This is an optimization exercise on Yosys and OpenROAD, whose aim is small area, a short achievable clock period and few clock cycles per item, not a production implementation.
In this exercise RTL edits were held to simulation tests only and were not proved equivalent to the original.
Power and IR drop assume default switching activity.

$ cat flow/design.v
package ppw_pkg;
  localparam int MaxPoints = 64;
  localparam int IdxW      = $clog2(MaxPoints);
  localparam int CntW      = $clog2(MaxPoints + 1);
  localparam int CoordW    = 23;
  localparam int DistW     = 23;
  localparam int LevelW    = 8;
  localparam int StepW     = 16;
  localparam int PointsW   = 7;
  localparam int D2W       = 48;
  localparam int CfgW      = 23;
  localparam logic [DistW-1:0] DistSat = {DistW{1'b1}};
  localparam logic [LevelW-1:0] LevelMax = {LevelW{1'b1}};
  localparam int VtxW      = 2 * CoordW;
  typedef logic signed [CoordW-1:0] coord_t;
  typedef struct packed {
    coord_t z;
    coord_t x;
  } vtx_t;
  function automatic logic [2*CoordW-1:0] default_vtx(input logic [IdxW-1:0] idx);
    logic [2*CoordW-1:0] v;
    case (idx)
      IdxW'(0): v = 46'h00140107129a;   
      IdxW'(1): v = 46'h0054b606d493;   
      IdxW'(2): v = 46'h009cfc0673c6;   
      IdxW'(3): v = 46'h00e8f106095f;   
      IdxW'(4): v = 46'h01408505653e;   
      IdxW'(5): v = 46'h019a7d0499a2;   
      IdxW'(6): v = 46'h01eb9983b710;   
      IdxW'(7): v = 46'h01fed3031f2d;   
      IdxW'(8): v = 46'h0225a0829802;   
      IdxW'(9): v = 46'h022614025fd6;   
      IdxW'(10): v = 46'h02007e81fc39;   
      IdxW'(11): v = 46'h021ee181501d;   
      IdxW'(12): v = 46'h02519a013047;   
      IdxW'(13): v = 46'h0257e48100d5;   
      IdxW'(14): v = 46'h0261a9807f08;   
      IdxW'(15): v = 46'h02629d001a3f;   
      IdxW'(16): v = 46'h025c997edcf9;   
      IdxW'(17): v = 46'h02807dfda62e;   
      IdxW'(18): v = 46'h02795f7c605f;   
      IdxW'(19): v = 46'h023b3b7b3372;   
      IdxW'(20): v = 46'h01f38979fac3;   
      IdxW'(21): v = 46'h01a227796436;   
      IdxW'(22): v = 46'h015178f86bb6;   
      IdxW'(23): v = 46'h00cb1d77eb72;   
      IdxW'(24): v = 46'h0060f077ed5e;   
      IdxW'(25): v = 46'h3fa6ed783486;   
      IdxW'(26): v = 46'h3f627a78c037;   
      IdxW'(27): v = 46'h3ea21af92992;   
      IdxW'(28): v = 46'h3e42a87a3b6e;   
      IdxW'(29): v = 46'h3da9437b777c;   
      IdxW'(30): v = 46'h3d2680fcfd3a;   
      IdxW'(31): v = 46'h3d02e5ff0a5b;   
      IdxW'(32): v = 46'h3cf794009865;   
      IdxW'(33): v = 46'h3d13f382d35e;   
      IdxW'(34): v = 46'h3d96fd05f292;   
      IdxW'(35): v = 46'h3e0d6906d2f3;   
      IdxW'(36): v = 46'h3e922d0779b5;   
      IdxW'(37): v = 46'h3f9838875a31;   
      default:    v = '0;
    endcase
    default_vtx = v;
  endfunction
endpackage
module ppw_vtx_mem (
  input  logic                                         clk,
  input  logic                                         rst_n,
  input  logic                                         wr_req,
  input  logic [ppw_pkg::IdxW-1:0]                     wr_addr,
  input  logic [ppw_pkg::VtxW-1:0]                     wr_data,
  input  logic                                         wr_ok,
  output logic                                         wr_pend,
  output logic                                         wr_fire,
  output logic                                         busy,
  output logic [ppw_pkg::IdxW-1:0]                     head,
  output logic [ppw_pkg::MaxPoints*ppw_pkg::VtxW-1:0]  ring
);
  localparam int VW = ppw_pkg::VtxW;
  localparam int NP = ppw_pkg::MaxPoints;
  logic [VW-1:0]              ring_r [NP];
  logic [ppw_pkg::IdxW-1:0]   head_r;
  logic [ppw_pkg::IdxW:0]     rcnt_r;
  logic                       pend_r;
  logic [ppw_pkg::IdxW-1:0]   paddr_r;
  logic [VW-1:0]              pdata_r;
  logic                       restore;
  logic [VW-1:0]              tail_in;
  assign restore = !rst_n || (rcnt_r != '0);
  logic match_r;
  always_ff @(posedge clk) match_r <= ((wr_req ? wr_addr : paddr_r) == head_r + 1'b1);
  assign wr_fire = pend_r && match_r && wr_ok;
  always_comb begin
    tail_in = ring_r[0];
    if (!rst_n)       tail_in = ppw_pkg::default_vtx(ppw_pkg::IdxW'(ppw_pkg::MaxPoints - 1));
    else if (restore) tail_in = ppw_pkg::default_vtx(head_r);
    else if (wr_fire) tail_in = pdata_r;
  end
  always_ff @(posedge clk) begin
    for (int s = 0; s < NP - 1; s++) ring_r[s] <= ring_r[s+1];
    ring_r[NP-1] <= tail_in;
  end
  always_ff @(posedge clk) begin
    if (!rst_n) head_r <= '0;
    else        head_r <= head_r + 1'b1;
  end
  always_ff @(posedge clk) begin
    if (!rst_n) begin
      rcnt_r <= (ppw_pkg::IdxW+1)'(NP - 1);
      pend_r <= 1'b0;
    end else begin
      if (rcnt_r != '0) rcnt_r <= rcnt_r - 1'b1;
      if (wr_req)       pend_r <= 1'b1;
      else if (wr_fire) pend_r <= 1'b0;
    end
  end
  always_ff @(posedge clk) begin
    if (wr_req) begin
      paddr_r <= wr_addr;
      pdata_r <= wr_data;
    end
  end
  assign wr_pend = pend_r;
  assign busy    = (rcnt_r != '0);
  assign head    = head_r;
  for (genvar s = 0; s < NP; s++) begin : g_tap
    assign ring[s*VW +: VW] = ring_r[s];
  end
endmodule
module ppw_seg_unit (
  input  logic                        clk,
  input  logic                        rst_n,
  input  logic                        start,
  input  logic                        tag_in,
  input  logic [1:0]                  kill,
  input  logic [4:0]                  kb,
  input  logic [ppw_pkg::DistW:0]     bnd0,
  input  logic [ppw_pkg::DistW:0]     bnd1,
  input  logic [ppw_pkg::VtxW-1:0]    a,
  input  logic [ppw_pkg::VtxW-1:0]    b,
  input  logic [ppw_pkg::CoordW-1:0]  px,
  input  logic [ppw_pkg::CoordW-1:0]  pz,
  output logic                        ready,
  output logic                        done,
  output logic                        tag_out,
  output logic [ppw_pkg::DistW-1:0]   r
);
  localparam int CW  = ppw_pkg::CoordW;
  localparam int DW  = CW + 1;            
  localparam int OW  = DW + 1;            
  localparam int PW  = 2 * OW;            
  localparam int LW  = 2 * DW - 1;        
  localparam int CCW = LW + 2;            
  localparam int NW  = 96;                
  localparam int RW  = 72;                
  localparam int TW  = LW + 26;           
  localparam int RB  = 24;                
  typedef enum logic [1:0] {F_IDLE, F_MUL, F_WAIT} fst_t;
  typedef enum logic [1:0] {S_IDLE, S_SQD, S_FIN} sst_t;
  typedef enum logic [2:0] {T_NONE, T_SET, T_ADD, T_SUB, T_ADD25, T_ADD48} tag_t;
  fst_t                   fst_r;
  sst_t                   sst_r;
  logic [4:0]             step_r;
  logic [4:0]             kb_r;
  logic signed [DW-1:0]   sa, sb;           
  logic                   sa_z, sa_b, sb_z;
  logic signed [OW-1:0]   ma, mb, ma_r, mb_r;
  logic                   ma_sa, ma_sb, mb_sa, mb_sb, m_cl_a, m_cl_b, m_ch_a, m_ch_b;
  tag_t                   tag, ctag, tags_r, tag1_r, tagm_r, tag2_r;
  logic signed [DW-1:0]   sa_r, sb_r;
  logic                   ma_sa_r, ma_sb_r, mb_sa_r, mb_sb_r;
  logic signed [PW-1:0]   p_r;
  logic signed [OW+9:0]   p0_r;              
  logic signed [OW+8:0]   p1_r;              
  logic signed [OW+7:0]   p2_r;              
  logic signed [NW-1:0]   acc_r, acc_a, acc_b, acc_s;
  logic                   acc_cin;
  logic [LW-1:0]          d_r;
  logic [LW+1:0]          d3_r;
  logic [CCW-1:0]         c_r;
  logic                   clamp_a, clamp_b, clamp_r, csel_b_r, sat_r;
  logic signed [CCW-1:0]  dot, cval;
  logic signed [CCW+23:0] cscl;
  logic                   c_ovf, f_last, f_fin, pre_sat, hand, fe_kill, be_kill, be_free;
  logic                   fe_tag_r, be_tag_r;
  logic [RW-1:0]          rm_r;
  logic [47:0]            nlo_r;
  logic [TW-1:0]          t_r;
  logic [LW-1:0]          bd_r;
  logic [LW+1:0]          bd3_r;
  logic [RB-1:0]          root_r;
  logic                   early;
  logic [4:0]             cnt_r;
  logic                   bsat_r, bit_ok;
  logic [RW+2:0]          rm2, diff;
  logic [TW-1:0]          t_up, t_dn;
  assign sa = sa_z ? (DW'($signed(pz)) - DW'($signed(sa_b ? b[2*CW-1:CW] : a[2*CW-1:CW])))
                   : (DW'($signed(px)) - DW'($signed(sa_b ? b[CW-1:0]    : a[CW-1:0])));
  assign sb = sb_z ? (DW'($signed(b[2*CW-1:CW])) - DW'($signed(a[2*CW-1:CW])))
                   : (DW'($signed(b[CW-1:0]))    - DW'($signed(a[CW-1:0])));
  assign dot     = acc_r[CCW-1:0];
  assign clamp_a = (d_r == '0) || dot[CCW-1] || (dot == '0);
  assign clamp_b = !clamp_a && ($signed({2'b00, d_r}) <= dot);
  always_comb begin
    sa_z = 1'b0; sa_b = 1'b0; sb_z = 1'b0; tag = T_NONE;
    ma_sa = 1'b0; ma_sb = 1'b0; mb_sa = 1'b0; mb_sb = 1'b0;
    case (step_r)
      5'd0: begin ma_sa = 1'b1; mb_sb = 1'b1; sb_z = 1'b1; tag = T_SET; end           
      5'd1: begin ma_sa = 1'b1; sa_z = 1'b1; mb_sb = 1'b1; tag = T_SUB; end           
      5'd2: begin ma_sb = 1'b1; mb_sb = 1'b1; tag = T_SET; end                        
      5'd3: begin ma_sb = 1'b1; mb_sb = 1'b1; sb_z = 1'b1; tag = T_ADD; end           
      5'd4: begin ma_sa = 1'b1; mb_sb = 1'b1; tag = T_SET; end                        
      5'd5: begin ma_sa = 1'b1; sa_z = 1'b1; mb_sb = 1'b1; sb_z = 1'b1; tag = T_ADD; end  
      5'd10: if (clamp_a || clamp_b) begin
        ma_sa = 1'b1; mb_sa = 1'b1; sa_b = clamp_b; tag = T_SET;                      
      end
      5'd11: if (clamp_r) begin
        ma_sa = 1'b1; mb_sa = 1'b1; sa_z = 1'b1; sa_b = csel_b_r; tag = T_ADD;        
      end
      default: ;
    endcase
    m_cl_a = 1'b0; m_cl_b = 1'b0; m_ch_a = 1'b0; m_ch_b = 1'b0; ctag = T_NONE;
    case (step_r)
      5'd7: begin m_cl_a = 1'b1; m_cl_b = 1'b1; ctag = T_SET; end                     
      5'd8: begin m_ch_a = 1'b1; m_cl_b = 1'b1; ctag = T_ADD25; end                   
      5'd9: begin m_ch_a = 1'b1; m_ch_b = 1'b1; ctag = T_ADD48; end                   
      default: ;
    endcase
  end
  always_comb begin
    ma = '0;
    if (ma_sa_r) ma = OW'(sa_r);
    if (ma_sb_r) ma = OW'(sb_r);
    if (m_cl_a)  ma = $signed({1'b0, c_r[23:0]});
    if (m_ch_a)  ma = $signed(c_r[CCW-1:24]);
    mb = '0;
    if (mb_sa_r) mb = OW'(sa_r);
    if (mb_sb_r) mb = OW'(sb_r);
    if (m_cl_b)  mb = $signed({1'b0, c_r[23:0]});
    if (m_ch_b)  mb = $signed(c_r[CCW-1:24]);
  end
  assign cval  = acc_r[CCW-1:0];
  assign cscl  = (CCW+24)'(cval) <<< (5'd23 - kb_r);
  assign c_ovf = !((cscl[CCW+23:CCW-2] == '0) || (cscl[CCW+23:CCW-2] == '1));
  always_comb begin
    acc_a = (tag2_r == T_SET) ? '0 : acc_r;
    acc_b = NW'(p_r);
    acc_cin = 1'b0;
    case (tag2_r)
      T_SUB:   begin acc_b = ~(NW'(p_r)); acc_cin = 1'b1; end
      T_ADD25: acc_b = NW'(p_r) <<< 25;
      T_ADD48: acc_b = NW'(p_r) <<< 48;
      default: ;
    endcase
  end
  assign acc_s = acc_a + acc_b + NW'(acc_cin);
  assign f_last  = (fst_r == F_MUL) && (clamp_r ? (step_r == 5'd16) : (step_r == 5'd13));
  assign f_fin   = f_last || (fst_r == F_WAIT);
  assign pre_sat = (acc_r[NW-1:48] >= (NW-48)'(d_r));
  assign fe_kill = (fst_r != F_IDLE) && kill[fe_tag_r];
  assign be_kill = (sst_r != S_IDLE) && kill[be_tag_r];
  assign be_free = (sst_r == S_IDLE) || (sst_r == S_FIN) || be_kill;
  assign hand    = f_fin && !fe_kill && be_free;
  assign ready   = (fst_r == F_IDLE);
  always_ff @(posedge clk) begin
    if (!rst_n) begin
      fst_r <= F_IDLE;
      sst_r <= S_IDLE;
    end else begin
      case (fst_r)
        F_IDLE: if (start) fst_r <= F_MUL;
        F_MUL:  if (fe_kill) fst_r <= F_IDLE;
                else if (f_last) fst_r <= hand ? F_IDLE : F_WAIT;
        F_WAIT: if (hand || fe_kill) fst_r <= F_IDLE;
        default: fst_r <= F_IDLE;
      endcase
      case (sst_r)
        default: begin
          if (hand)                                   sst_r <= (pre_sat || sat_r) ? S_FIN : S_SQD;
          else if (be_kill || sst_r == S_FIN)         sst_r <= S_IDLE;
          else if (sst_r == S_SQD && (cnt_r == 5'd1 || early)) sst_r <= S_FIN;
        end
      endcase
    end
  end
  always_ff @(posedge clk) begin
    ma_r   <= ma;
    mb_r   <= mb;
    sa_r    <= sa;
    sb_r    <= sb;
    ma_sa_r <= ma_sa && (fst_r == F_MUL);
    ma_sb_r <= ma_sb && (fst_r == F_MUL);
    mb_sa_r <= mb_sa && (fst_r == F_MUL);
    mb_sb_r <= mb_sb && (fst_r == F_MUL);
    tags_r  <= (fst_r == F_MUL) ? tag : T_NONE;
    tag1_r  <= (tags_r != T_NONE) ? tags_r : ((fst_r == F_MUL) ? ctag : T_NONE);
    p0_r   <= ma_r * $signed({1'b0, mb_r[8:0]});
    p1_r   <= ma_r * $signed({1'b0, mb_r[16:9]});
    p2_r   <= ma_r * $signed(mb_r[OW-1:17]);
    tagm_r <= tag1_r;
    p_r    <= PW'(p0_r) + (PW'(p1_r) <<< 9) + (PW'(p2_r) <<< 17);
    tag2_r <= tagm_r;
    if (fst_r == F_IDLE) begin
      fe_tag_r <= tag_in;
      step_r <= '0;
      kb_r   <= kb;
      sat_r  <= 1'b0;
    end
    if (fst_r == F_MUL) begin
      step_r <= step_r + 5'd1;
      if (tag2_r != T_NONE) acc_r <= acc_s;
      if (step_r == 5'd6) c_r <= CCW'(cscl);            
      if (step_r == 5'd6) sat_r <= c_ovf;
      if (step_r == 5'd8) d_r <= acc_r[LW-1:0];         
      if (step_r == 5'd9) d3_r <= (LW+2)'(d_r) + (LW+2)'({d_r, 1'b0});
      if (step_r == 5'd10) begin                        
        clamp_r  <= clamp_a || clamp_b;
        csel_b_r <= clamp_b;
        if (clamp_a || clamp_b) sat_r <= 1'b0;
      end
      if (step_r == 5'd11 && clamp_r) begin
        d_r  <= LW'(1);
        d3_r <= (LW+2)'(3);
      end
    end
  end
  assign rm2    = {1'b0, rm_r, nlo_r[47:46]};
  assign diff   = rm2 - (RW+3)'(t_r);
  assign bit_ok = !diff[RW+2];
  assign t_up   = TW'({t_r, 1'b0}) + TW'(bd3_r);
  assign t_dn   = TW'({t_r, 1'b0}) - TW'(bd_r);
  assign early  = (root_r >= (be_tag_r ? bnd1 : bnd0));
  always_ff @(posedge clk) begin
    if (hand) begin
      be_tag_r <= fe_tag_r;
      rm_r   <= RW'(acc_r[NW-1:48]);
      nlo_r  <= acc_r[47:0];
      t_r    <= TW'(d_r);
      bd_r   <= d_r;
      bd3_r  <= d3_r;
      root_r <= '0;
      cnt_r  <= clamp_r ? 5'(RB) : (kb_r + 5'd1);
      bsat_r <= pre_sat || sat_r;
    end else if (sst_r == S_SQD) begin
      cnt_r  <= cnt_r - 5'd1;
      rm_r   <= bit_ok ? RW'(diff) : RW'(rm2);
      nlo_r  <= {nlo_r[45:0], 2'b00};
      if (bit_ok) root_r[cnt_r - 5'd1] <= 1'b1;
      t_r    <= bit_ok ? t_up : t_dn;
      if (early) bsat_r <= 1'b1;
    end
  end
  assign done    = (sst_r == S_FIN);
  assign tag_out = be_tag_r;
  assign r    = (bsat_r || root_r[RB-1]) ? ppw_pkg::DistSat : root_r[ppw_pkg::DistW-1:0];
endmodule
module ppw_post (
  input  logic                      clk,
  input  logic                      rst_n,
  input  logic                      start,
  input  logic [ppw_pkg::DistW-1:0] dist_in,
  input  logic                      god,
  input  logic [ppw_pkg::DistW-1:0] warn,
  input  logic [ppw_pkg::DistW-1:0] shoot_dist,
  input  logic [ppw_pkg::StepW-1:0] step,
  input  logic                      out_tready,
  output logic                      busy,
  output logic                      out_tvalid,
  output logic [31:0]               out_tdata
);
  localparam int DW = ppw_pkg::DistW;
  localparam int SW = ppw_pkg::StepW;
  localparam int LV = ppw_pkg::LevelW;
  typedef enum logic [1:0] {P_IDLE, P_DIV, P_HOLD} pst_t;
  pst_t              st_r;
  logic [3:0]        cnt_r;
  logic [DW-1:0]     dist_r;
  logic [SW-1:0]     rem_r;          
  logic [LV-1:0]     low_r;          
  logic [SW:0]       rem2;
  logic [LV-1:0]     q_r;
  logic              in_warn, shoot_r, sat_r, qbit;
  logic [SW-1:0]     s_eff;
  logic [DW:0]       diff;
  logic [LV-1:0]     level;
  logic              out_load;
  logic              out_tvalid_r;
  logic [31:0]       out_tdata_r;
  assign diff    = (DW+1)'(warn) - (DW+1)'(dist_r);
  assign s_eff   = (step == '0) ? SW'(1) : step;
  assign in_warn = (dist_r <= warn);
  assign rem2    = {rem_r, low_r[LV-1]};
  assign qbit    = (rem2 >= (SW+1)'(s_eff));
  assign out_load = (st_r == P_HOLD) && (!out_tvalid_r || out_tready);
  always_comb begin
    if (!in_warn)           level = '0;
    else if (sat_r)         level = ppw_pkg::LevelMax;
    else if (q_r == '0)     level = LV'(1);
    else                    level = q_r;
  end
  always_ff @(posedge clk) begin
    if (!rst_n) st_r <= P_IDLE;
    else begin
      case (st_r)
        P_IDLE: if (start) st_r <= P_DIV;
        P_DIV:  if (cnt_r == 4'd0) st_r <= P_HOLD;
        P_HOLD: if (out_load) st_r <= P_IDLE;
        default: st_r <= P_IDLE;
      endcase
    end
  end
  always_ff @(posedge clk) begin
    case (st_r)
      P_IDLE: begin
        dist_r  <= dist_in;
        shoot_r <= !god;
        cnt_r   <= 4'd9;
      end
      P_DIV: begin
        cnt_r <= cnt_r - 4'd1;
        if (cnt_r == 4'd9) begin
          rem_r   <= SW'(diff[DW-1:LV]);
          low_r   <= diff[LV-1:0];
          sat_r   <= (SW'(diff[DW-1:LV]) >= s_eff);
          q_r     <= '0;
          shoot_r <= shoot_r && (dist_r <= shoot_dist);
        end else if (cnt_r != 4'd0) begin
          rem_r <= qbit ? SW'(rem2 - (SW+1)'(s_eff)) : SW'(rem2);
          low_r <= {low_r[LV-2:0], 1'b0};
          q_r   <= {q_r[LV-2:0], qbit};
        end
      end
      default: ;
    endcase
  end
  always_ff @(posedge clk) begin
    if (!rst_n)        out_tvalid_r <= 1'b0;
    else if (out_load) out_tvalid_r <= 1'b1;
    else if (out_tready) out_tvalid_r <= 1'b0;
  end
  always_ff @(posedge clk) begin
    if (out_load) out_tdata_r <= {shoot_r && in_warn, level, dist_r};
  end
  assign busy       = (st_r != P_IDLE);
  assign out_tvalid = out_tvalid_r;
  assign out_tdata  = out_tdata_r;
endmodule
module polyline_proximity_warning_core (
  input  logic        clk,
  input  logic        rst_n,
  input  logic        in_tvalid,
  output logic        in_tready,
  input  logic [55:0] in_tdata,    
  input  logic [1:0]  in_tuser,    
  output logic        out_tvalid,
  input  logic        out_tready,
  output logic [31:0] out_tdata,   
  input  logic        cfg_we,
  input  logic [1:0]  cfg_index,
  input  logic [22:0] cfg_wdata
);
  localparam int Lanes = 2;
  localparam int SC    = 6;                    
  localparam int NP    = ppw_pkg::MaxPoints;
  localparam int SL    = NP / Lanes;           
  localparam int CW    = ppw_pkg::CoordW;
  localparam int QW    = CW - SC;              
  localparam int VW    = ppw_pkg::VtxW;
  localparam int IW    = ppw_pkg::IdxW;
  localparam int GW    = QW;                   
  localparam int KW    = GW + IW;              
  localparam int UW    = QW + 2;               
  localparam int DW    = ppw_pkg::DistW;
  localparam int ND    = 3;                    
  localparam int NK    = ND + 1;               
  logic [ppw_pkg::PointsW-1:0] points_r;
  logic [DW-1:0]               warn_r, shoot_r;
  logic [ppw_pkg::StepW-1:0]   step_r;
  logic [IW:0]                 n_cur;
  always_ff @(posedge clk) begin
    if (!rst_n) begin
      points_r <= ppw_pkg::PointsW'(38);
      warn_r   <= DW'(9600);
      shoot_r  <= DW'(5200);
      step_r   <= ppw_pkg::StepW'(440);
    end else if (cfg_we) begin
      case (cfg_index)
        2'd0: points_r <= cfg_wdata[ppw_pkg::PointsW-1:0];
        2'd1: warn_r   <= cfg_wdata;
        2'd2: shoot_r  <= cfg_wdata;
        2'd3: step_r   <= cfg_wdata[ppw_pkg::StepW-1:0];
        default: ;
      endcase
    end
  end
  assign n_cur = (points_r > ppw_pkg::PointsW'(NP)) ? (IW+1)'(NP) : (IW+1)'(points_r);
  logic                 mem_busy, wr_pend, wr_fire, wr_req;
  logic [IW-1:0]        head;
  logic [NP*VW-1:0]     ring;
  logic [CW-1:0]        in_x, in_z;
  logic                 in_acc, is_query, short_q;
  logic                 b_busy_r, pipe_idle, i_vld_r, s_vld_r, p_vld_r;
  assign in_x      = in_tdata[28:6];
  assign in_z      = in_tdata[51:29];
  assign is_query  = in_tuser[0];
  assign pipe_idle = !i_vld_r && !s_vld_r && !p_vld_r && !b_busy_r;
  assign in_tready = !i_vld_r && !mem_busy && (!wr_pend || wr_fire);
  assign in_acc    = in_tvalid && in_tready;
  assign wr_req    = in_acc && !is_query;
  assign short_q   = (in_x == '0 && in_z == '0) || (n_cur < (IW+1)'(2));
  ppw_vtx_mem u_mem (
    .clk     (clk),
    .rst_n   (rst_n),
    .wr_req  (wr_req),
    .wr_addr (in_tdata[IW-1:0]),
    .wr_data ({in_z, in_x}),
    .wr_ok   (pipe_idle),
    .wr_pend (wr_pend),
    .wr_fire (wr_fire),
    .busy    (mem_busy),
    .head    (head),
    .ring    (ring)
  );
  function automatic logic [VW-1:0] slot(input logic [NP*VW-1:0] rg, input int s);
    slot = rg[((s + NP) % NP)*VW +: VW];
  endfunction
  logic [CW-1:0]   pix_r, piz_r, psx_r, psz_r, ppx_r, ppz_r;
  logic            god_i_r, short_i_r, god_s_r, god_p_r, short_p_r;
  logic            s_need_r, p_wait_r, k_held_r;
  logic [KW-1:0]   pk_r  [NK];
  logic            pkv_r [NK];
  logic [UW-1:0]   pu_r;
  logic            sw_run_r, sw_for_b_r, b_live_r;
  logic [5:0]      t_r;
  logic [KW-1:0]   lastkey_r;
  logic [QW-1:0]   sqx_r, sqz_r;             
  logic [UW-1:0]   u_r;
  logic [KW-1:0]   k_r [NK];
  logic            kv_r [NK];
  logic            sw_start, sw_start_b, sw_abort, last_issue, merge_last;
  logic            a_new, a_restart, hand_sp, short_go, park_now, park_held;
  logic [GW-1:0]   lg_r  [Lanes];
  logic [IW-1:0]   lj_r  [Lanes];
  logic            lsv_r [Lanes];
  logic [UW-1:0]   lu_r  [Lanes];
  logic            lvv_r [Lanes];
  logic            s1_vld_r;
  function automatic logic [QW:0] wdiff(input logic [QW-1:0] p, input logic [CW-1:0] v);
    wdiff = (QW+1)'($signed(p)) - (QW+1)'($signed(v[CW-1:SC]));
  endfunction
  function automatic logic [QW-1:0] omag(input logic [QW:0] w);
    omag = w[QW] ? ~w[QW-1:0] : w[QW-1:0];
  endfunction
  logic [QW:0]     wax_r [Lanes], waz_r [Lanes], wbx_r [Lanes], wbz_r [Lanes];
  logic            altx_r [Lanes], altz_r [Lanes];
  logic [IW-1:0]   j0_r  [Lanes];
  logic            s0_vld_r, s0_first_r, s0_last_r, s0_b_r;
  logic            s1_first_r, s1_last_r, s1_b_r;
  always_ff @(posedge clk) begin
    for (int k = 0; k < Lanes; k++) begin
      logic [VW-1:0] va, vb;
      va = slot(ring, k * SL);
      vb = slot(ring, k * SL + 1);
      wax_r[k]  <= wdiff(sqx_r, va[CW-1:0]);
      waz_r[k]  <= wdiff(sqz_r, va[VW-1:CW]);
      wbx_r[k]  <= wdiff(sqx_r, vb[CW-1:0]);
      wbz_r[k]  <= wdiff(sqz_r, vb[VW-1:CW]);
      altx_r[k] <= ($signed(va[CW-1:SC]) < $signed(vb[CW-1:SC]));
      altz_r[k] <= ($signed(va[VW-1:CW+SC]) < $signed(vb[VW-1:CW+SC]));
      j0_r[k]   <= head + IW'(k * SL);
    end
    s0_vld_r   <= sw_run_r && !sw_abort && rst_n;
    s0_first_r <= (t_r == '0);
    s0_last_r  <= (t_r == 6'(SL - 1));
    s0_b_r     <= sw_for_b_r;
  end
  function automatic logic [QW-1:0] gap2(input logic a_lt_b, input logic [QW:0] wa,
                                         input logic [QW:0] wb);
    logic [QW:0] lo, hi;            
    lo = a_lt_b ? wa : wb;
    hi = a_lt_b ? wb : wa;
    if (!hi[QW])     gap2 = hi[QW-1:0];      
    else if (lo[QW]) gap2 = ~lo[QW-1:0];     
    else             gap2 = '0;
  endfunction
  always_ff @(posedge clk) begin
    for (int k = 0; k < Lanes; k++) begin
      logic [QW-1:0] gx, gz, mx, mz;
      gx  = gap2(altx_r[k], wax_r[k], wbx_r[k]);
      gz  = gap2(altz_r[k], waz_r[k], wbz_r[k]);
      mx  = omag(wax_r[k]);
      mz  = omag(waz_r[k]);
      lg_r[k]  <= (gx > gz) ? gx : gz;
      lj_r[k]  <= j0_r[k];
      lsv_r[k] <= ((IW+1)'(j0_r[k]) + (IW+1)'(2) <= n_cur);
      lu_r[k]  <= UW'(mx) + UW'(mz) + UW'(5);
      lvv_r[k] <= ((IW+1)'(j0_r[k]) < n_cur);
    end
    s1_vld_r   <= s0_vld_r && !sw_abort && rst_n;
    s1_first_r <= s0_first_r;
    s1_last_r  <= s0_last_r;
    s1_b_r     <= s0_b_r;
  end
  logic [KW-1:0]   nk [NK];
  logic            nkv [NK];
  logic [UW-1:0]   nu;
  localparam int NE = NK + Lanes;
  always_comb begin
    logic [KW-1:0] ek  [NE];
    logic          ev  [NE];
    logic          lt  [NE][NE];
    logic [2:0]    rk  [NE];
    for (int i = 0; i < NK; i++) begin
      ek[i] = k_r[i]; ev[i] = kv_r[i] && !s1_first_r;
    end
    for (int k = 0; k < Lanes; k++) begin
      ek[NK+k] = {lg_r[k], lj_r[k]};
      ev[NK+k] = s1_vld_r && lsv_r[k] && (!s1_b_r || ek[NK+k] > lastkey_r);
    end
    for (int i = 0; i < NE; i++)
      for (int j = 0; j < NE; j++) begin
        if (i == j)             lt[i][j] = 1'b0;
        else if (i < NK && j < NK) lt[i][j] = (i < j) ? ev[i] || !ev[j] : (ev[i] && !ev[j]);
        else if (ev[i] != ev[j]) lt[i][j] = ev[i];
        else if (!ev[i])         lt[i][j] = (i < j);
        else                     lt[i][j] = (ek[i] < ek[j]);
      end
    for (int i = 0; i < NE; i++) begin
      rk[i] = '0;
      for (int j = 0; j < NE; j++) if (j != i && !lt[i][j]) rk[i] = rk[i] + 3'd1;
    end
    for (int s = 0; s < NK; s++) begin
      nk[s] = '0; nkv[s] = 1'b0;
      for (int i = 0; i < NE; i++) if (rk[i] == 3'(s)) begin nk[s] = ek[i]; nkv[s] = ev[i]; end
    end
    nu = s1_first_r ? '1 : u_r;
    for (int k = 0; k < Lanes; k++)
      if (s1_vld_r && lvv_r[k] && lu_r[k] < nu) nu = lu_r[k];
  end
  assign last_issue = sw_run_r && (t_r == 6'(SL - 1));
  assign merge_last = s1_vld_r && s1_last_r;
  typedef enum logic [1:0] {B_IDLE, B_RUN, B_RSW, B_DONE} bst_t;
  bst_t            bst_r   [2];
  logic [CW-1:0]   pbx_r   [2];
  logic [CW-1:0]   pbz_r   [2];
  logic            god_b_r [2];
  logic [GW-1:0]   g_r     [2][NK];
  logic            v_r     [2][NK];
  logic [IW-1:0]   cj_r    [2][ND];
  logic [1:0]      nst_r   [2];
  logic [1:0]      nres_r  [2];
  logic            rsw_req_r [2];
  logic [DW-1:0]   best_r  [2];
  logic            binf_r  [2];
  logic            head_r, rsw_rdy_r, sw_slot_r, rsw_slot_r;
  logic            take_a, tslot;
  logic            ev_start, ev_done, ev_ready, ev_tag, ev_slot;
  logic [1:0]      ev_kill;
  logic [DW-1:0]   ev_r;
  logic            want [2];
  logic            keep [2];
  logic            done_s [2];
  logic            fin_s [2];
  logic            more_s [2];
  logic            cancel_s [2];
  logic            take_rsw_s [2];
  logic            spec_s [2];
  logic            req_s [2];
  logic [1:0]      nres_nx [2];
  logic [DW-1:0]   best_nx;
  logic [UW-1:0]   thr_r   [2];
  logic [UW-1:0]   ev_thr;
  logic            gx_ok [NK];
  logic            b_sw_busy, sw_start_b_any, rsw_slot_nx;
  assign ev_thr  = UW'(ev_r >> SC) + UW'(1);
  assign best_nx = (binf_r[ev_tag] || ev_r < best_r[ev_tag]) ? ev_r : best_r[ev_tag];
  for (genvar i = 0; i < NK; i++) begin : g_gx
    assign gx_ok[i] = (UW'(g_r[ev_tag][i]) <= ev_thr);
  end
  function automatic logic [4:0] kbits_of(input logic [UW-1:0] u, input logic binf,
                                          input logic [DW-1:0] bst);
    logic [UW+SC-1:0] ubig, m;
    ubig = {u, {SC{1'b0}}};
    m = ubig;
    if (!binf && (UW+SC)'(bst) <= ubig) m = (UW+SC)'(bst) - (UW+SC)'(1);
    kbits_of = 5'd23;
    for (int i = 22; i >= 0; i--) if (m < ((UW+SC)'(1) << i)) kbits_of = 5'(i);
    if (m >= ((UW+SC)'(1) << 23)) kbits_of = 5'd23;
  endfunction
  function automatic logic [DW:0] bnd_of(input logic [UW-1:0] u, input logic binf,
                                         input logic [DW-1:0] bst);
    logic [UW+SC:0] ub1;
    ub1 = (UW+SC+1)'({u, {SC{1'b0}}}) + (UW+SC+1)'(1);
    if (!binf)                        bnd_of = (DW+1)'(bst);
    else if (ub1 >= (UW+SC+1)'(1) << (DW+1)) bnd_of = '1;
    else                              bnd_of = (DW+1)'(ub1);
  endfunction
  assign tslot  = (bst_r[head_r] == B_IDLE) ? head_r : !head_r;
  assign take_a = p_vld_r && !p_wait_r && (bst_r[tslot] == B_IDLE);
  assign b_sw_busy = rsw_rdy_r || (k_held_r && !p_vld_r) || (sw_run_r && sw_for_b_r) || last_issue ||
                     (s0_vld_r && (s0_b_r || s0_last_r)) || (s1_vld_r && (s1_b_r || s1_last_r)) ||
                     (s_vld_r && !s_need_r && !k_held_r && !(sw_run_r && !sw_for_b_r));
  always_comb begin
    for (int q = 0; q < 2; q++) begin
      logic       qn [NK];
      logic       qx [NK];
      logic       pend, nxq, infl, kil;
      done_s[q] = ev_done && (ev_tag == 1'(q)) && (bst_r[q] == B_RUN);
      for (int i = 0; i < NK; i++) begin
        qn[i] = v_r[q][i] && (UW'(g_r[q][i]) <= thr_r[q]);
        qx[i] = qn[i] && (!done_s[q] || gx_ok[i]);
      end
      pend  = (nst_r[q] != nres_r[q] + 2'd1);
      kil   = done_s[q] && pend && !qx[nres_r[q] + 2'd1];
      ev_kill[q]  = kil;
      nres_nx[q]  = !done_s[q] ? nres_r[q] : (kil ? nst_r[q] : nres_r[q] + 2'd1);
      infl  = (nres_nx[q] != nst_r[q]);
      nxq   = (nst_r[q] < 2'(ND)) && qx[nst_r[q]];
      keep[q]   = (bst_r[q] == B_RUN) && nxq;
      want[q]   = keep[q] && !done_s[q];
      fin_s[q]  = (bst_r[q] == B_RUN) && !infl && !nxq;
      more_s[q] = (nst_r[q] == 2'(ND)) && !kil && qx[ND];
      cancel_s[q] = fin_s[q] && !more_s[q] && rsw_req_r[q];
      take_rsw_s[q] = (bst_r[q] == B_RSW) && rsw_rdy_r && (rsw_slot_r == 1'(q));
      spec_s[q] = (nst_r[q] == 2'(ND - 1)) && qn[ND] && !sw_run_r && !s_vld_r && !i_vld_r && !b_sw_busy;
      req_s[q]  = (bst_r[q] == B_RSW) && !rsw_req_r[q] && !b_sw_busy;
    end
  end
  localparam int NT = 8;                      
  logic            nxt_v_r, nxt_have_r, nxt_slot_r, nxt_sel, nxt_pick, nxt_drop;
  logic [1:0]      nxt_cand_r;
  logic [IW-1:0]   nxt_j_r, rel;
  logic [VW-1:0]   nxt_a_r, nxt_b_r, op_a_r, op_b_r, tap_a, tap_b;
  logic            aligned;
  assign nxt_sel  = want[head_r] ? head_r : !head_r;
  assign nxt_pick = !nxt_v_r && (want[0] || want[1]);
  assign rel      = nxt_j_r - head;
  assign aligned  = (rel[IW-1-$clog2(NT):0] == '0);
  always_comb begin
    tap_a = '0; tap_b = '0;
    for (int t = 0; t < NT; t++)
      if (rel[IW-1:IW-$clog2(NT)] == $clog2(NT)'(t)) begin
        tap_a = slot(ring, t * (NP / NT));
        tap_b = slot(ring, t * (NP / NT) + 1);
      end
  end
  assign nxt_drop = nxt_v_r && (!keep[nxt_slot_r] || nst_r[nxt_slot_r] != nxt_cand_r);
  assign ev_slot  = nxt_slot_r;
  assign ev_start = nxt_v_r && nxt_have_r && !nxt_drop && want[nxt_slot_r] && ev_ready;
  always_ff @(posedge clk) begin
    if (!rst_n) begin
      nxt_v_r <= 1'b0;
    end else begin
      if (nxt_pick)                   nxt_v_r <= 1'b1;
      else if (ev_start || nxt_drop)  nxt_v_r <= 1'b0;
    end
    if (nxt_pick) begin
      nxt_slot_r <= nxt_sel;
      nxt_cand_r <= nst_r[nxt_sel];
      nxt_j_r    <= cj_r[nxt_sel][nst_r[nxt_sel]];
      nxt_have_r <= 1'b0;
    end else if (nxt_v_r && !nxt_have_r && aligned) begin
      nxt_a_r    <= tap_a;
      nxt_b_r    <= tap_b;
      nxt_have_r <= 1'b1;
    end
    if (ev_start) begin
      op_a_r <= nxt_a_r;
      op_b_r <= nxt_b_r;
    end
  end
  always_comb begin
    sw_start_b_any = 1'b0;
    rsw_slot_nx    = 1'b0;
    if (req_s[head_r])       begin sw_start_b_any = 1'b1; rsw_slot_nx = head_r;  end
    else if (req_s[!head_r]) begin sw_start_b_any = 1'b1; rsw_slot_nx = !head_r; end
    else if (ev_start && spec_s[ev_slot] && !rsw_req_r[ev_slot]) begin
      sw_start_b_any = 1'b1; rsw_slot_nx = ev_slot;
    end
  end
  assign sw_start_b = sw_start_b_any;
  logic       fe_slot_r;
  always_ff @(posedge clk) if (ev_start) fe_slot_r <= ev_slot;
  ppw_seg_unit u_seg (
    .clk     (clk),
    .rst_n   (rst_n),
    .start   (ev_start),
    .tag_in  (ev_slot),
    .kill    (ev_kill),
    .kb      (kbits_of(thr_r[ev_slot], binf_r[ev_slot], best_r[ev_slot])),
    .bnd0    (bnd_of(thr_r[0], binf_r[0], best_r[0])),
    .bnd1    (bnd_of(thr_r[1], binf_r[1], best_r[1])),
    .a       (op_a_r),
    .b       (op_b_r),
    .px      (pbx_r[fe_slot_r]),
    .pz      (pbz_r[fe_slot_r]),
    .ready   (ev_ready),
    .done    (ev_done),
    .tag_out (ev_tag),
    .r       (ev_r)
  );
  logic post_busy, post_start;
  assign post_start = (bst_r[head_r] == B_DONE) && !post_busy;
  logic b_block_a;
  assign b_block_a = rsw_rdy_r || (sw_run_r && sw_for_b_r) || (s0_vld_r && s0_b_r) ||
                     (s1_vld_r && s1_b_r) || req_s[0] || req_s[1];
  assign hand_sp   = last_issue && !sw_for_b_r && !p_vld_r;
  assign a_restart = s_vld_r && s_need_r && !sw_run_r && !b_block_a;
  assign a_new     = i_vld_r && !short_i_r && (!s_vld_r || hand_sp) && !k_held_r &&
                     (!sw_run_r || (last_issue && !sw_for_b_r)) && !b_block_a;
  assign sw_start  = (a_restart || a_new) && !sw_start_b;
  assign sw_abort  = (sw_start_b && sw_run_r && !sw_for_b_r) ||
                     (sw_run_r && sw_for_b_r && cancel_s[sw_slot_r]);
  assign park_now  = merge_last && !s1_b_r && !p_wait_r && !p_vld_r;
  assign park_held = k_held_r && !p_vld_r;
  assign short_go  = i_vld_r && short_i_r && !s_vld_r && !p_vld_r;
  always_ff @(posedge clk) begin
    if (!rst_n) begin
      i_vld_r   <= 1'b0;
      s_vld_r   <= 1'b0;
      p_vld_r   <= 1'b0;
      k_held_r  <= 1'b0;
      b_live_r  <= 1'b0;
      sw_run_r  <= 1'b0;
      rsw_rdy_r <= 1'b0;
      head_r    <= 1'b0;
      b_busy_r  <= 1'b0;
      for (int q = 0; q < 2; q++) bst_r[q] <= B_IDLE;
    end else begin
      if (in_acc && is_query)  i_vld_r <= 1'b1;
      else if (a_new || short_go) i_vld_r <= 1'b0;
      if (a_new)                      s_vld_r <= 1'b1;
      else if (hand_sp || park_now || park_held) s_vld_r <= 1'b0;
      if (hand_sp || park_now || park_held || short_go) p_vld_r <= 1'b1;
      else if (take_a)                p_vld_r <= 1'b0;
      if (merge_last && !s1_b_r && !p_wait_r && p_vld_r) k_held_r <= 1'b1;
      else if (park_held || sw_start_b)                 k_held_r <= 1'b0;
      if (sw_start_b || sw_start) sw_run_r <= 1'b1;
      else if (last_issue || (sw_for_b_r && cancel_s[sw_slot_r])) sw_run_r <= 1'b0;
      if (sw_start_b)                                    b_live_r <= 1'b1;
      else if (sw_for_b_r && cancel_s[sw_slot_r])        b_live_r <= 1'b0;
      if (merge_last && s1_b_r && b_live_r && !cancel_s[sw_slot_r]) rsw_rdy_r <= 1'b1;
      else if (take_rsw_s[0] || take_rsw_s[1] || cancel_s[rsw_slot_r]) rsw_rdy_r <= 1'b0;
      if (post_start) head_r <= !head_r;
      for (int q = 0; q < 2; q++) begin
        case (bst_r[q])
          B_IDLE: if (take_a && tslot == 1'(q)) bst_r[q] <= short_p_r ? B_DONE : B_RUN;
          B_RUN:  if (fin_s[q]) bst_r[q] <= more_s[q] ? B_RSW : B_DONE;
          B_RSW:  if (take_rsw_s[q]) bst_r[q] <= B_RUN;
          B_DONE: if (post_start && head_r == 1'(q)) bst_r[q] <= B_IDLE;
          default: bst_r[q] <= B_IDLE;
        endcase
      end
      b_busy_r <= !(bst_r[0] == B_IDLE && bst_r[1] == B_IDLE) || take_a;
    end
  end
  always_ff @(posedge clk) begin
    if (in_acc && is_query) begin
      pix_r     <= in_x;
      piz_r     <= in_z;
      god_i_r   <= in_tuser[1];
      short_i_r <= short_q;
    end
    if (a_new) begin
      psx_r    <= pix_r;
      psz_r    <= piz_r;
      god_s_r  <= god_i_r;
      s_need_r <= 1'b0;
    end
    if (a_restart) s_need_r <= 1'b0;
    if (sw_start_b && ((sw_run_r && !sw_for_b_r) || k_held_r)) s_need_r <= 1'b1;    
    if (hand_sp || park_now || park_held) begin
      ppx_r     <= psx_r;
      ppz_r     <= psz_r;
      god_p_r   <= god_s_r;
      short_p_r <= 1'b0;
    end else if (short_go) begin
      ppx_r     <= pix_r;
      ppz_r     <= piz_r;
      god_p_r   <= god_i_r;
      short_p_r <= 1'b1;
    end
    if (!rst_n || short_go)         p_wait_r <= 1'b0;
    else if (hand_sp)               p_wait_r <= 1'b1;
    else if (merge_last && !s1_b_r) p_wait_r <= 1'b0;
    if ((merge_last && !s1_b_r && (p_wait_r || !p_vld_r)) || park_held) begin
      for (int i = 0; i < NK; i++) begin
        pk_r[i]  <= park_held ? k_r[i]  : nk[i];
        pkv_r[i] <= park_held ? kv_r[i] : nkv[i];
      end
      pu_r <= park_held ? u_r : nu;
    end
    if (sw_start_b || sw_start) begin
      t_r        <= '0;
      sw_for_b_r <= sw_start_b;
      sw_slot_r  <= rsw_slot_nx;
      lastkey_r  <= {g_r[rsw_slot_nx][ND-1], cj_r[rsw_slot_nx][ND-1]};
      if (sw_start_b) begin
        sqx_r <= pbx_r[rsw_slot_nx][CW-1:SC];
        sqz_r <= pbz_r[rsw_slot_nx][CW-1:SC];
      end else if (a_new) begin
        sqx_r <= pix_r[CW-1:SC];
        sqz_r <= piz_r[CW-1:SC];
      end else begin
        sqx_r <= psx_r[CW-1:SC];
        sqz_r <= psz_r[CW-1:SC];
      end
    end else if (sw_run_r) begin
      t_r <= t_r + 6'd1;
    end
    if (s1_vld_r) begin
      u_r <= nu;
      for (int i = 0; i < NK; i++) begin k_r[i] <= nk[i]; kv_r[i] <= nkv[i]; end
    end
    if (merge_last && s1_b_r) rsw_slot_r <= sw_slot_r;
    for (int q = 0; q < 2; q++) begin
      if (take_a && tslot == 1'(q)) begin
        pbx_r[q]   <= ppx_r;
        pbz_r[q]   <= ppz_r;
        god_b_r[q] <= god_p_r;
        thr_r[q]   <= pu_r;
        best_r[q]  <= ppw_pkg::DistSat;
        binf_r[q]  <= !short_p_r;
      end
      if ((take_a && tslot == 1'(q)) || take_rsw_s[q]) begin
        nst_r[q]     <= '0;
        nres_r[q]    <= '0;
        rsw_req_r[q] <= 1'b0;
        for (int i = 0; i < NK; i++) begin
          g_r[q][i] <= take_rsw_s[q] ? k_r[i][KW-1:IW] : pk_r[i][KW-1:IW];
          v_r[q][i] <= take_rsw_s[q] ? kv_r[i] : pkv_r[i];
        end
        for (int i = 0; i < ND; i++) cj_r[q][i] <= take_rsw_s[q] ? k_r[i][IW-1:0] : pk_r[i][IW-1:0];
      end else begin
        if (ev_start && ev_slot == 1'(q)) nst_r[q] <= nst_r[q] + 2'd1;
        if (sw_start_b && rsw_slot_nx == 1'(q)) rsw_req_r[q] <= 1'b1;
        if (cancel_s[q]) rsw_req_r[q] <= 1'b0;
        if (done_s[q]) begin
          best_r[q] <= best_nx;
          if (ev_thr < thr_r[q]) thr_r[q] <= ev_thr;
          binf_r[q] <= 1'b0;
        end
        nres_r[q] <= nres_nx[q];
      end
    end
  end
  ppw_post u_post (
    .clk        (clk),
    .rst_n      (rst_n),
    .start      (post_start),
    .dist_in    (best_r[head_r]),
    .god        (god_b_r[head_r]),
    .warn       (warn_r),
    .shoot_dist (shoot_r),
    .step       (step_r),
    .out_tready (out_tready),
    .busy       (post_busy),
    .out_tvalid (out_tvalid),
    .out_tdata  (out_tdata)
  );
endmodule
$ cat flow/run.sh
#!/bin/bash
# synth_recipe.tcl (not shown) runs the flow's synth.tcl, then flattens the netlist and writes it again
# the make line also repeats each setting of config.mk as NAME=value (left out here)
make -C /OpenROAD-flow-scripts/flow DESIGN_CONFIG=/design/flow/config.mk WORK_HOME=/design/flow/orfs CLKGATE_MAP_FILE= SYNTH_SCRIPT=/design/flow/synth_recipe.tcl finish
$ cat flow/config.mk
export PLATFORM = sky130hd
export DESIGN_NAME = polyline_proximity_warning_core
export DESIGN_NICKNAME = polyline_proximity_warning_core
export VERILOG_FILES = /design/flow/design.v
export SDC_FILE = /design/flow/constraint.sdc
export NUM_CORES = 8
export LEC_CHECK = 0
export CAP_MARGIN = 20
export CORE_MARGIN = 2
export CORE_UTILIZATION = 40
export SETUP_SLACK_MARGIN = 5
export SLEW_MARGIN = 20
$ cat flow/constraint.sdc
create_clock -name core_clock -period 11.0 [get_ports {clk}]
set_input_delay 2.2000 -clock core_clock [delete_from_list [all_inputs] [get_ports {clk}]]
set_output_delay 2.2000 -clock core_clock [all_outputs]
set_load 0.01 [all_outputs]
==> metrics.cfg <==
[worst_setup_path]
max_stage_delay_ps = 440
critPathRequiredTime_ps = 11910
critical_path.slowest_cell = a2111oi_4
end_kind = register
path_class = register to register
startpoint_type = register
cp_max_fo = 4
path_common_cell = a21o_1
arrival_ps = 7890

[layout]
area.growth.synth_to_final_pct = 14.9
fillers = 56100
nets = 26100
final_cell_mix = dfxtp_1 (3723), nand2_1 (2175), ha_1 (1794)
final_common_cell = dfxtp_1
final_area_um2 = 281000
fin_util = 0.461
drive_above_1_share = 0.107

[global_routing]
grt_max_degree = 139
grt_first_pass_wirelength_um = 1140000
grt_use_total = 0.246
antenna_found_initial = 52
grt_pass1_vias = 170000
globalRouteOverflowTotal = 0

[synthesis]
synth_cell_types = 117
ys_seq_area_frac = 0.499
async_reset_ff_frac = 0
postSynthCellCount = 23300
synth_compound_area_frac = 0.138
ys.warnings.count = 105
syn_nets = 25700
synth-xor-area-share = 0.0292
synth_ff_type = dfxtp_1
synthMuxAreaShare = 0.0409
synth_top_family_by_area = compound AO/OA/AOI/OAI gates
synth-edff-count = 1533
ys_ff_latch = 5321
syn_avg_cell_area_um2 = 10.5
synthAdderAreaFrac = 0.136
synth_simple_gate_area_frac = 0.116
synthesis.area_um2 = 244000

[drt]
wire_per_inst_um = 24.7
routed_wirelength_um = 796000
vias = 178000
drc = 0
viasPerCell = 5.52
drtIter0Drc = 16700
drtPass1Iterations = 7
drt.antenna.violating_nets = 0

[floorplan]
die_y_um = 786
dieArea_um2 = 617000
ios = 122
fp.dieW_um = 786
coreArea_um2 = 610000
start_util = 0.401
fp-row-count = 287

[timing]
finalMaxSlewViolations = 0
relSlewSlack = 0.154
worst_pin_slew_ps = 1270
final-hold-violation-count = 0
setup_viol = 0
final.setup.tns_ps = 0
skew_ps = 66.8
finalCriticalPeriod_ps = 6990
rsz0062_at_grt = true
max_freq_mhz = 143
finalCritPeriodShare = 0.635

[place]
place_area_um2 = 255000
hpwl_um = 565000
port-buffer-count = 117
place.gp.congestion = 0.942

[cts]
h-tree-depth = 6
clk_pin_slew_ps = 60
cts_root_buf = clkbuf_16
numCtsBuffers = 553
numClockSinks = 5321
cts_tree = done
clk_latency_ps = 1070
clock_path_buffers = 4
holdBufCountCts = 0

[hold_path]
hp-class = register to register

[power_and_ir_drop]
leakagePower_nw = 118
p_per_area_nw_per_um2 = 196
ir_drop_v = 0.000197

[outcome]
status = timing/DRC/antenna clean

[job]
maxCapViolations = 0

-- kinds of logic after synthesis --
family / after synthesis
AOI/OAI and AO/OA: 5237
xor gates and xnor gates: 812
adders and majority gates: 2349
muxes: 884
and+or+nand+nor: 6105
buffers and inverters: 2603
DFF: 5321
-- metal layers --
metal	track usage	vias to the layer above	routed length (µm)
met2	0.389	6738	353000
li1	-	83000	-
met3	0.0386	1486	58800
met4	0.0977	24	37100
met1	0.338	87000	347000
met5	0.00194	-	330
-- per-stage QoR --
step / worst slack, ps / std cells / hold slack [ps] / total power, W
final: 4010 / 32300 / 273 / 0.0551
after global routing: 3820 / 32200 / 271 / 0.0572
after CTS: 4030 / 32100 / 268 / 0.0548
after detailed placement: 2640 / 30900 / 312 / 0.0350
after global placement: 2730 / 30900 / 310 / 0.0349
after floorplan: 4720 / 23300 / 310 / 0.0306
-- what timing repair did --
action	in CTS	in global routing
endpoints found under the hold margin	0	0
gates cloned	18	18
resized for setup	390	355
buffers inserted	163	151
endpoints found under the setup margin	1044	729
pin swaps	93	135
-- registers in the layout, indices dropped and copies added (netlist names), 38 cells and up, named ones only --
signal and flops:
u_seg.d3_r 49, u_seg.nlo_r 48, nxt_a_r 46, pbx_r 46, best_r 46, thr_r 38
u_seg.d_r 47, u_mem.ring_r 2944, nxt_b_r 46, op_b_r 46, u_seg.c_r 49, lu_r 38
u_seg.acc_r 96, pbz_r 46, u_mem.pdata_r 46, u_seg.bd3_r 49, u_seg.p_r 50, u_seg.t_r 73
pk_r 86, u_seg.rm_r 72, k_r 92, u_seg.bd_r 47, g_r 136, op_a_r 46
-- worst max-delay path: cells and delay by family, from the launching register on --
| family | cells | cell delay (ps) |
|---|---|---|
| compound gates | 21 | 4350 |
| xor+xnor | 1 | 170 |
| fa+ha+maj | 3 | 770 |
| buf+inv | 3 | 440 |
| flops | 1 | 430 |
| mux | 2 | 410 |
| simple gates | 2 | 230 |
-- where the power goes --
part           internal (W)  switching, W  total, W
clock network        0.0113       0.00816    0.0195
registers            0.0217       0.00103    0.0227
logic               0.00486       0.00808    0.0129
total                0.0378        0.0173    0.0551
-- cells in the mapped netlist, drive strengths merged (43+ instances only) --
cell / instances / share of area
a211o: 48 / 0.0017
a211oi: 248 / 0.0078
a21boi: 90 / 0.0028
a21o: 490 / 0.015
a21oi: 1398 / 0.029
a221o: 69 / 0.0028
a221oi: 129 / 0.0048
a22oi: 131 / 0.0040
a31oi: 133 / 0.0034
and2: 479 / 0.012
and3: 114 / 0.0029
buf: 173 / 0.0034
clkbuf: 749 / 0.012
dfxtp: 3788 / 0.31
edfxtp: 1533 / 0.19
fa: 523 / 0.043
ha: 1824 / 0.093
inv: 1677 / 0.026
mux2: 332 / 0.015
mux2i: 494 / 0.020
mux4: 58 / 0.0053
nand2: 2190 / 0.034
nand2b: 217 / 0.0056
nand3: 357 / 0.0074
nand4: 227 / 0.0058
nor2: 1513 / 0.023
nor2b: 270 / 0.0069
nor3: 343 / 0.0072
nor4: 109 / 0.0028
o211ai: 132 / 0.0041
o21a: 193 / 0.0059
o21ai: 1359 / 0.028
o21bai: 84 / 0.0026
o221a: 55 / 0.0025
o221ai: 67 / 0.0025
o22ai: 69 / 0.0018
o31ai: 120 / 0.0038
or2: 43 / 0.0011
or3: 105 / 0.0027
xnor2: 507 / 0.018
xor2: 304 / 0.011
-- path summary, 6_finish.rpt --
kind	startpoint	to	slack (ps)	cells past startpoint
max	u_seg.acc_r[18]	u_seg.sa_r[22]	4010	32
min	u_mem.ring_r[43][7]	u_mem.ring_r[42][7]	270	0
max reg2reg	u_seg.acc_r[18]	u_seg.sa_r[22]	4010	32
min reg2reg	u_mem.ring_r[43][7]	u_mem.ring_r[42][7]	270	0
-- layout make-up --
cell class / count / area [µm²] / share of cell area
Sequential cell: 5321 / 122000 / 0.435
Multi-Input combinational cell: 15400 / 116000 / 0.412
Clock buffer: 758 / 15900 / 0.0566
Tap cell: 8092 / 10100 / 0.0361
Timing Repair Buffer: 733 / 7360 / 0.0262
Inverter: 1681 / 6460 / 0.0230
Clock inverter: 255 / 3220 / 0.0115
Antenna cell: 27 / 67.6 / 0.000241
Timing Repair inverter: 3 / 28.8 / 0.000102
Testbench counts, summed over its fixed seeds: cycles 29,585, queries 640.

## what the ideal ports hide
The results above use ideal ports. As a check the final layout listed here was re-extracted and re-timed, cells and wires unchanged.
Step 1: set_driving_cell puts a clkbuf_16 on clk and a buf_2 on each other input, an assumption about the parent block.
Step 2 adds t to the input delays and takes it off the output delays; t is the mean of the earliest and latest rising clock arrival at the registers after step 1. Input paths then give back, and output paths get back, about the clock's delay inside the block.
a / b / c = no drivers / after step 1 / after step 2; a / b = the first two.
t, ns: 1.171
setup slack, ns: 4.014 / 4.014 / 4.014
worst slew at a driven data input, ns: 0.21
pins driven straight from the clock port: 1
After both steps setup and hold are still met in this run. The setup slack of this run moves by 0.000 ns with the drivers and by 0.000 ns with both steps.
